Context: an optimization exercise on an open-source flow, tuned for small area, a short achievable clock period and few clock cycles per item. The choices shown serve that exercise and are no tape-out recipe. RTL that was checked went through simulation tests only; none was proved equivalent to the original. Power is estimated from default activity; no workload was simulated.

==> flow/design.v (excerpt) <==
module fp_add_unit
(
  input  logic        clk_i,
  input  logic        rst_n_i,
  input  logic [31:0] op_a_i,
  input  logic [31:0] op_b_i,
  input  logic        op_i,
  input  logic        valid_i,
  output logic [35:0] result_o
);
Size: about 250 flip-flops, ~100 I/O pins, ~0.012 mm2 of cells after synthesis.
clock: 5.5 ns
lec_check: 0
abc_clock_period_in_ps: 2500
cap_margin: 20
core_margin: 2
core_utilization: 40
setup_slack_margin: 3.0
slew_margin: 20
run.sh (not shown) runs the stock make flow with config.mk's settings and CLKGATE_MAP_FILE= SYNTH_SCRIPT=/design/flow/synth_recipe.tcl, a recipe that flattens the netlist after the stock synthesis.
The first run ran to the end with no violations.
Testbench counts at the start, summed over its fixed seeds: cycles 16,032, items 16,000.
Then changed:
==> flow/flow/run.sh (new file) <==
#!/bin/bash
# The standard layout, with two changes passed to the ORFS scripts through
# their environment: port buffers are plain buffers instead of the resizer's
# default pick (a delay cell), and clock tree synthesis adds no dummy loads.
set -euo pipefail
export BUFFER_PORTS_ARGS="-buffer_cell sky130_fd_sc_hd__buf_2"
export CTS_ARGS="-sink_clustering_enable -repair_clock_nets -dont_use_dummy_load"
bash standard.sh > standard.log 2>&1
==> flow/standard.sh (new file) <==
#!/bin/bash
# synth_recipe.tcl (not shown) runs the flow's synth.tcl, then flattens the netlist and writes it again
# the make line also repeats each setting of config.mk as NAME=value (left out here)
make -C /OpenROAD-flow-scripts/flow DESIGN_CONFIG=/design/flow/config.mk WORK_HOME=/design/flow/orfs CLKGATE_MAP_FILE= SYNTH_SCRIPT=/design/flow/synth_recipe.tcl "${@:-finish}"
ABC_CLOCK_PERIOD_IN_PS = 2800   (was 2500)
SETUP_SLACK_MARGIN = 2.7   (was 3.0)
removed: flow/run.sh
Result: The changed run went through all stages and came out clean; global-route usage shrinks by 0.78 points; critical path depth does not change; via count fell by 4.0%; cell count fell by 3.6%; worst hold slack gets worse by 0.015 ns; synthesized area is unchanged; core utilization went down by 6.2 points; sequential share of layout area grows by 3.8 points; die area stays the same; count of clock-buffer cells in the layout drops by 2.
Then changed:
--- a/flow/flow/run.sh
+++ b/flow/flow/run.sh
@@ -5,4 +5,4 @@
 set -euo pipefail
-export BUFFER_PORTS_ARGS="-buffer_cell sky130_fd_sc_hd__buf_2"
-export CTS_ARGS="-sink_clustering_enable -repair_clock_nets -dont_use_dummy_load"
+export BUFFER_PORTS_ARGS="-buffer_cell sky130_fd_sc_hd__buf_1"
+export CTS_ARGS="-sink_clustering_enable -repair_clock_nets -dont_use_dummy_load -sink_clustering_size 40 -buf_list \"sky130_fd_sc_hd__clkbuf_8\""
 bash standard.sh > standard.log 2>&1
What happened: Final area came out lower slightly. Clock power came out lower by roughly a tenth. Non-clock buffer count decreases by 6. Cell count went up slightly. Via count increases by a few percent. Area after synthesis does not change. Critical path depth is unchanged. Fmax increases slightly. Combinational power hardly moves. Setup slack is better by 0.016 ns.
Then changed:
==> flow/run.sh (new file) <==
#!/bin/bash
# synth_recipe.tcl (not shown) runs the flow's synth.tcl, then flattens the netlist and writes it again
# the make line also repeats each setting of config.mk as NAME=value (left out here)
make -C /OpenROAD-flow-scripts/flow DESIGN_CONFIG=/design/flow/config.mk WORK_HOME=/design/flow/orfs CLKGATE_MAP_FILE= SYNTH_SCRIPT=/design/flow/synth_recipe.tcl finish
ABC_AREA = 1   (was unset)
removed: flow/flow/run.sh
removed: flow/standard.sh
The changed run completed without violations.
Power came out higher by 14%.
Wire length came out higher by 14%.
Final cell count came out higher by 30%.
Global-route usage came out higher by 2.6 points.
Count of clock-buffer cells in the layout came out lower by 5.
Worst setup slack degrades by 0.0048 ns.
Sequential cell count stays the same.
Hold slack improves by 0.0068 ns.
Design area came out higher by 11%.
Clock skew came out lower by 0.030 ns.
Die area came out higher by 5.0%.
Then changed:
==> flow/flow/run.sh (new file) <==
#!/bin/bash
# The standard layout, with two changes passed to the ORFS scripts through
# their environment: port buffers are plain buffers instead of the resizer's
# default pick (a delay cell), and clock tree synthesis adds no dummy loads.
set -euo pipefail
export BUFFER_PORTS_ARGS="-buffer_cell sky130_fd_sc_hd__buf_1"
export CTS_ARGS="-sink_clustering_enable -repair_clock_nets -dont_use_dummy_load -sink_clustering_size 40 -buf_list \"sky130_fd_sc_hd__clkbuf_8\""
bash standard.sh > standard.log 2>&1
==> flow/standard.sh (new file) <==
#!/bin/bash
# synth_recipe.tcl (not shown) runs the flow's synth.tcl, then flattens the netlist and writes it again
# the make line also repeats each setting of config.mk as NAME=value (left out here)
make -C /OpenROAD-flow-scripts/flow DESIGN_CONFIG=/design/flow/config.mk WORK_HOME=/design/flow/orfs CLKGATE_MAP_FILE= SYNTH_SCRIPT=/design/flow/synth_recipe.tcl "${@:-finish}"
ABC_AREA = unset   (was 1)
ABC_CLOCK_PERIOD_IN_PS = unset   (was 2800)
CORE_UTILIZATION = 60   (was 40)
removed: flow/run.sh
The changed run ran to the end with no violations. Setup slack loses 0.042 ns. Area after synthesis decreases by a few percent. Power decreases by roughly a tenth. Cell count decreases by a quarter to a third. Core utilization increases by 20 points. Wire length decreases by about a fifth. Clock skew increases by 0.060 ns. Cell area decreases by roughly a tenth.
Then changed:
==> flow/run.sh (new file) <==
#!/bin/bash
# synth_recipe.tcl (not shown) runs the flow's synth.tcl, then flattens the netlist and writes it again
# the make line also repeats each setting of config.mk as NAME=value (left out here)
make -C /OpenROAD-flow-scripts/flow DESIGN_CONFIG=/design/flow/config.mk WORK_HOME=/design/flow/orfs CLKGATE_MAP_FILE= SYNTH_SCRIPT=/design/flow/synth_recipe.tcl finish
ABC_CLOCK_PERIOD_IN_PS = 2800   (was unset)
CORE_UTILIZATION = 40   (was 60)
removed: flow/flow/run.sh
removed: flow/standard.sh
Effect: The changed run produced a clean layout. Clock-buffer cell count shrinks by 12. Power went up by roughly a tenth. Sequential share of layout area drops by 3.0 points. Flip-flop and latch count is unchanged. Setup slack improves by 0.063 ns. Wire length is higher by a few percent. Final cell count grows by a little under a tenth. Final area went up by roughly a tenth. Register-to-register slack improves by 0.05 ns. Non-clock buffer count decreases by 7. Hold slack improves by 0.020 ns.


Another version of the RTL of fp_add_unit (not shown whole).
For scale: roughly 1,400 cells after synthesis, roughly 250 flip-flops, about 100 I/O pins, ~13,000 um2 of cells after synthesis.
Settings: LEC_CHECK=0, ABC_CLOCK_PERIOD_IN_PS=2500, CAP_MARGIN=20, CORE_MARGIN=2, CORE_UTILIZATION=40, CTS_BUF_LIST=sky130_fd_sc_hd__clkbuf_4 sky130_fd_sc_hd__clkbuf_8, CTS_CLUSTER_SIZE=30, SETUP_SLACK_MARGIN=3.0, SLEW_MARGIN=20; clock period 5.5 ns.
Stock flow here: none of the scripts above is used.
The baseline completed with no timing, DRC or antenna violations.
Change:
- CAP_MARGIN: 20 -> 0
- CTS_BUF_LIST: sky130_fd_sc_hd__clkbuf_4 sky130_fd_sc_hd__clkbuf_8 -> not set
- CTS_CLUSTER_SIZE: 30 -> not set
- SLEW_MARGIN: 20 -> 0
After rerunning: Fmax went down by about 1%; count of clock-buffer cells in the layout falls by 21; worst setup slack gets worse by 30 ps; cell area grows by about 0.3%; utilization came out higher by 0.17 points.
Change:
- CAP_MARGIN: 0 -> 20
- SLEW_MARGIN: 0 -> 20
Outcome:
- The changed run completed with no timing, DRC or antenna violations
- setup slack does not change
- clock skew does not change
- non-clock buffer count does not change
- total power does not change
- critical path depth stays the same
- cell area does not change
- core utilization is unchanged
- via count stays the same
Change:
- ABC_CLOCK_PERIOD_IN_PS: 2500 -> 2200
- SETUP_SLACK_MARGIN: 3.0 -> 3.3
The new run produced a clean layout.
Clock-buffer cell count shrinks by 1.
Clock power hardly moves.
Worst hold slack stays flat.
Wire length grows by 7.4%.
Synthesized cell count is unchanged.
Function was not checked in any run of this note: the RTL went through the layout flow alone.


## alpha
Another version of the RTL of fp_add_unit (not shown whole).
For scale: roughly 100 I/O pins, roughly 12,000 µm² of cells after synthesis.
Settings: LEC_CHECK=0, ABC_CLOCK_PERIOD_IN_PS=2800, CAP_MARGIN=20, CORE_MARGIN=2, CORE_UTILIZATION=40, SETUP_SLACK_MARGIN=2.7, SLEW_MARGIN=20; clock period 5.5 ns.
standard.sh (not shown) runs the stock make flow with config.mk's settings and CLKGATE_MAP_FILE= SYNTH_SCRIPT=/design/flow/synth_recipe.tcl, a recipe that flattens the netlist after the stock synthesis.
==> flow/flow/run.sh <==
#!/bin/bash
# The standard layout, with two changes passed to the ORFS scripts through
# their environment: port buffers are plain buffers instead of the resizer's
# default pick (a delay cell), and clock tree synthesis adds no dummy loads.
set -euo pipefail
export BUFFER_PORTS_ARGS="-buffer_cell sky130_fd_sc_hd__buf_2"
export CTS_ARGS="-sink_clustering_enable -repair_clock_nets -dont_use_dummy_load"
bash standard.sh > standard.log 2>&1
Modified inputs, beta compared to alpha
--- a/flow/flow/run.sh
+++ b/flow/flow/run.sh
@@ -5,4 +5,4 @@
 set -euo pipefail
-export BUFFER_PORTS_ARGS="-buffer_cell sky130_fd_sc_hd__buf_2"
-export CTS_ARGS="-sink_clustering_enable -repair_clock_nets -dont_use_dummy_load"
+export BUFFER_PORTS_ARGS="-buffer_cell sky130_fd_sc_hd__buf_1"
+export CTS_ARGS="-sink_clustering_enable -repair_clock_nets -dont_use_dummy_load -sink_clustering_size 40 -buf_list \"sky130_fd_sc_hd__clkbuf_8\""
 bash standard.sh > standard.log 2>&1
==> comparison <==
In the flow results for beta and alpha, the synthesis-to-layout area growth is larger on alpha.
Between beta and alpha, depth of the critical timing path with buffers and inverters included is higher for beta, alpha comes in under that.
On share of final layout cell area taken by clock buffers and inverters: beta sits below alpha.
Maximum number of pins on one net before global-route repair came out exactly the same in beta and alpha.
Function was not checked in any run of this note: the RTL went through the layout flow alone.


RTL: one of the versions met above, not the one the previous note started from.
Size: roughly 1400 cells after synthesis, ~250 flip-flops, ~100 I/O pins.
==> flow/config.mk <==
export PLATFORM = sky130hd
export DESIGN_NAME = fp_add_unit
export DESIGN_NICKNAME = fp_add_unit
export VERILOG_FILES = /design/flow/design.v
export SDC_FILE = /design/flow/constraint.sdc
export NUM_CORES = 4
export LEC_CHECK = 0
export ABC_CLOCK_PERIOD_IN_PS = 2800
export CAP_MARGIN = 20
export CORE_MARGIN = 2
export CORE_UTILIZATION = 40
export SETUP_SLACK_MARGIN = 2.7
export SLEW_MARGIN = 20
==> flow/constraint.sdc <==
create_clock -name core_clock -period 5.5 [get_ports {clk_i}]
set_input_delay 1.1000 -clock core_clock [delete_from_list [all_inputs] [get_ports {clk_i}]]
set_output_delay 1.1000 -clock core_clock [all_outputs]
set_load 0.01 [all_outputs]
==> flow/flow/run.sh <==
#!/bin/bash
# The standard layout, with two changes passed to the ORFS scripts through
# their environment: port buffers are plain buffers instead of the resizer's
# default pick (a delay cell), and clock tree synthesis adds no dummy loads.
set -euo pipefail
export BUFFER_PORTS_ARGS="-buffer_cell sky130_fd_sc_hd__buf_2"
export CTS_ARGS="-sink_clustering_enable -repair_clock_nets -dont_use_dummy_load -sink_clustering_size 40 -buf_list \"sky130_fd_sc_hd__clkbuf_8\""
bash standard.sh > standard.log 2>&1
Testbench counts at the start, summed over its fixed seeds: cycles 16,032, items 16,000.
Next try:
--- a/flow/flow/run.sh
+++ b/flow/flow/run.sh
@@ -5,3 +5,3 @@
 set -euo pipefail
-export BUFFER_PORTS_ARGS="-buffer_cell sky130_fd_sc_hd__buf_2"
+export BUFFER_PORTS_ARGS="-buffer_cell sky130_fd_sc_hd__buf_1"
 export CTS_ARGS="-sink_clustering_enable -repair_clock_nets -dont_use_dummy_load -sink_clustering_size 40 -buf_list \"sky130_fd_sc_hd__clkbuf_8\""
- ABC_CLOCK_PERIOD_IN_PS: 2800 -> unset
- SETUP_SLACK_MARGIN: 2.7 -> 2.9
Effect: The new run finished with timing, DRC and antenna clean. Via count goes up by about 3%. Clock-buffer cell count goes down by 2. Clock power goes down by about 3%. Final area goes up by about 4.5%. Setup slack improved by 0.046 ns. Area after synthesis stays the same. Total power goes up by about 5.4%. Wire length goes up by about 2.7%. Final cell count goes up by about 2.4%.
Next try:
- SETUP_SLACK_MARGIN: 2.9 -> 2.3
Via count goes down by 4.4%.
Total power went down by about 7%.
Setup slack loses 0.29 ns.
Global-route usage fell by 0.20 points.
Synthesized cell count does not change.
Routed wire length shrinks by about 5%.
Final area drops by about 7%.
Combinational power came out lower by about 16%.
Area after synthesis stays the same.
Clock power rises by about 3%.
Hold slack degrades by 0.014 ns.

==> re-timing with driven ports <==
The flow's constraints put no driver on any port. The routed layouts listed below were extracted and timed again, unchanged, in two steps.
Step 1: set_driving_cell puts a clkbuf_16 on clk_i and a buf_2 on each other input, an assumption about the parent block.
Step 2 times the ports against the registers' clock, not the clock port: input delays grow and output delays shrink by t, the midpoint of the rising clock arrivals with the driver on.
Slacks: no drivers / after step 1 / after step 2; pairs: no drivers / after step 1.
| run | shift t [ns] | slack for setup (ns) | hold slack, ns | worst register clock-pin slew, ns | worst data-port slew with drivers (ns) |
|---|---|---|---|---|---|
| the first run of note 1 | 0.575 | 2.783 / 2.790 / 2.215 | 0.325 / 0.325 / 0.325 | 0.07 / 0.07 | 0.05 |
| the second run of note 1 | 0.566 | 2.746 / 2.774 / 2.208 | 0.310 / 0.310 / 0.310 | 0.06 / 0.06 | 0.04 |
| the third run of note 1 | 0.571 | 2.762 / 2.784 / 2.213 | 0.314 / 0.314 / 0.314 | 0.06 / 0.06 | 0.04 |
| the fourth run of note 1 | 0.585 | 2.757 / 2.786 / 2.201 | 0.321 / 0.321 / 0.321 | 0.06 / 0.06 | 0.04 |
| the fifth run of note 1 | 0.542 | 2.715 / 2.735 / 2.193 | 0.305 / 0.305 / 0.305 | 0.06 / 0.06 | 0.03 |
| the sixth run of note 1 | 0.582 | 2.778 / 2.795 / 2.214 | 0.326 / 0.326 / 0.326 | 0.07 / 0.07 | 0.05 |
| the first run of note 2 | 0.585 | 2.709 / 2.709 / 2.251 | 0.325 / 0.325 / 0.325 | 0.07 / 0.07 | 0.08 |
| the second run of note 2 | 0.596 | 2.679 / 2.679 / 2.279 | 0.325 / 0.325 / 0.325 | 0.06 / 0.06 | 0.07 |
| the third run of note 2 | 0.596 | 2.679 / 2.679 / 2.279 | 0.325 / 0.325 / 0.325 | 0.06 / 0.06 | 0.07 |
| the fourth run of note 2 | 0.597 | 2.745 / 2.745 / 2.248 | 0.324 / 0.324 / 0.324 | 0.07 / 0.07 | 0.08 |
| alpha | 0.550 | 2.279 / 2.279 / 2.279 | 0.323 / 0.323 / 0.323 | 0.06 / 0.06 | 0.07 |
| beta | 0.552 | 2.323 / 2.323 / 2.309 | 0.324 / 0.324 / 0.324 | 0.06 / 0.06 | 0.07 |
| the first run of note 4 | 0.573 | 2.748 / 2.773 / 2.200 | 0.303 / 0.303 / 0.303 | 0.06 / 0.06 | 0.03 |
| the second run of note 4 | 0.559 | 2.794 / 2.795 / 2.235 | 0.303 / 0.303 / 0.303 | 0.06 / 0.06 | 0.06 |
| the third run of note 4 | 0.569 | 2.503 / 2.503 / 2.091 | 0.289 / 0.289 / 0.289 | 0.06 / 0.06 | 0.04 |
After both steps setup and hold are still met in every run listed. The setup slack of the first run of note 1, which loses most, moves by +0.007 ns with the drivers and by -0.568 ns with both steps.
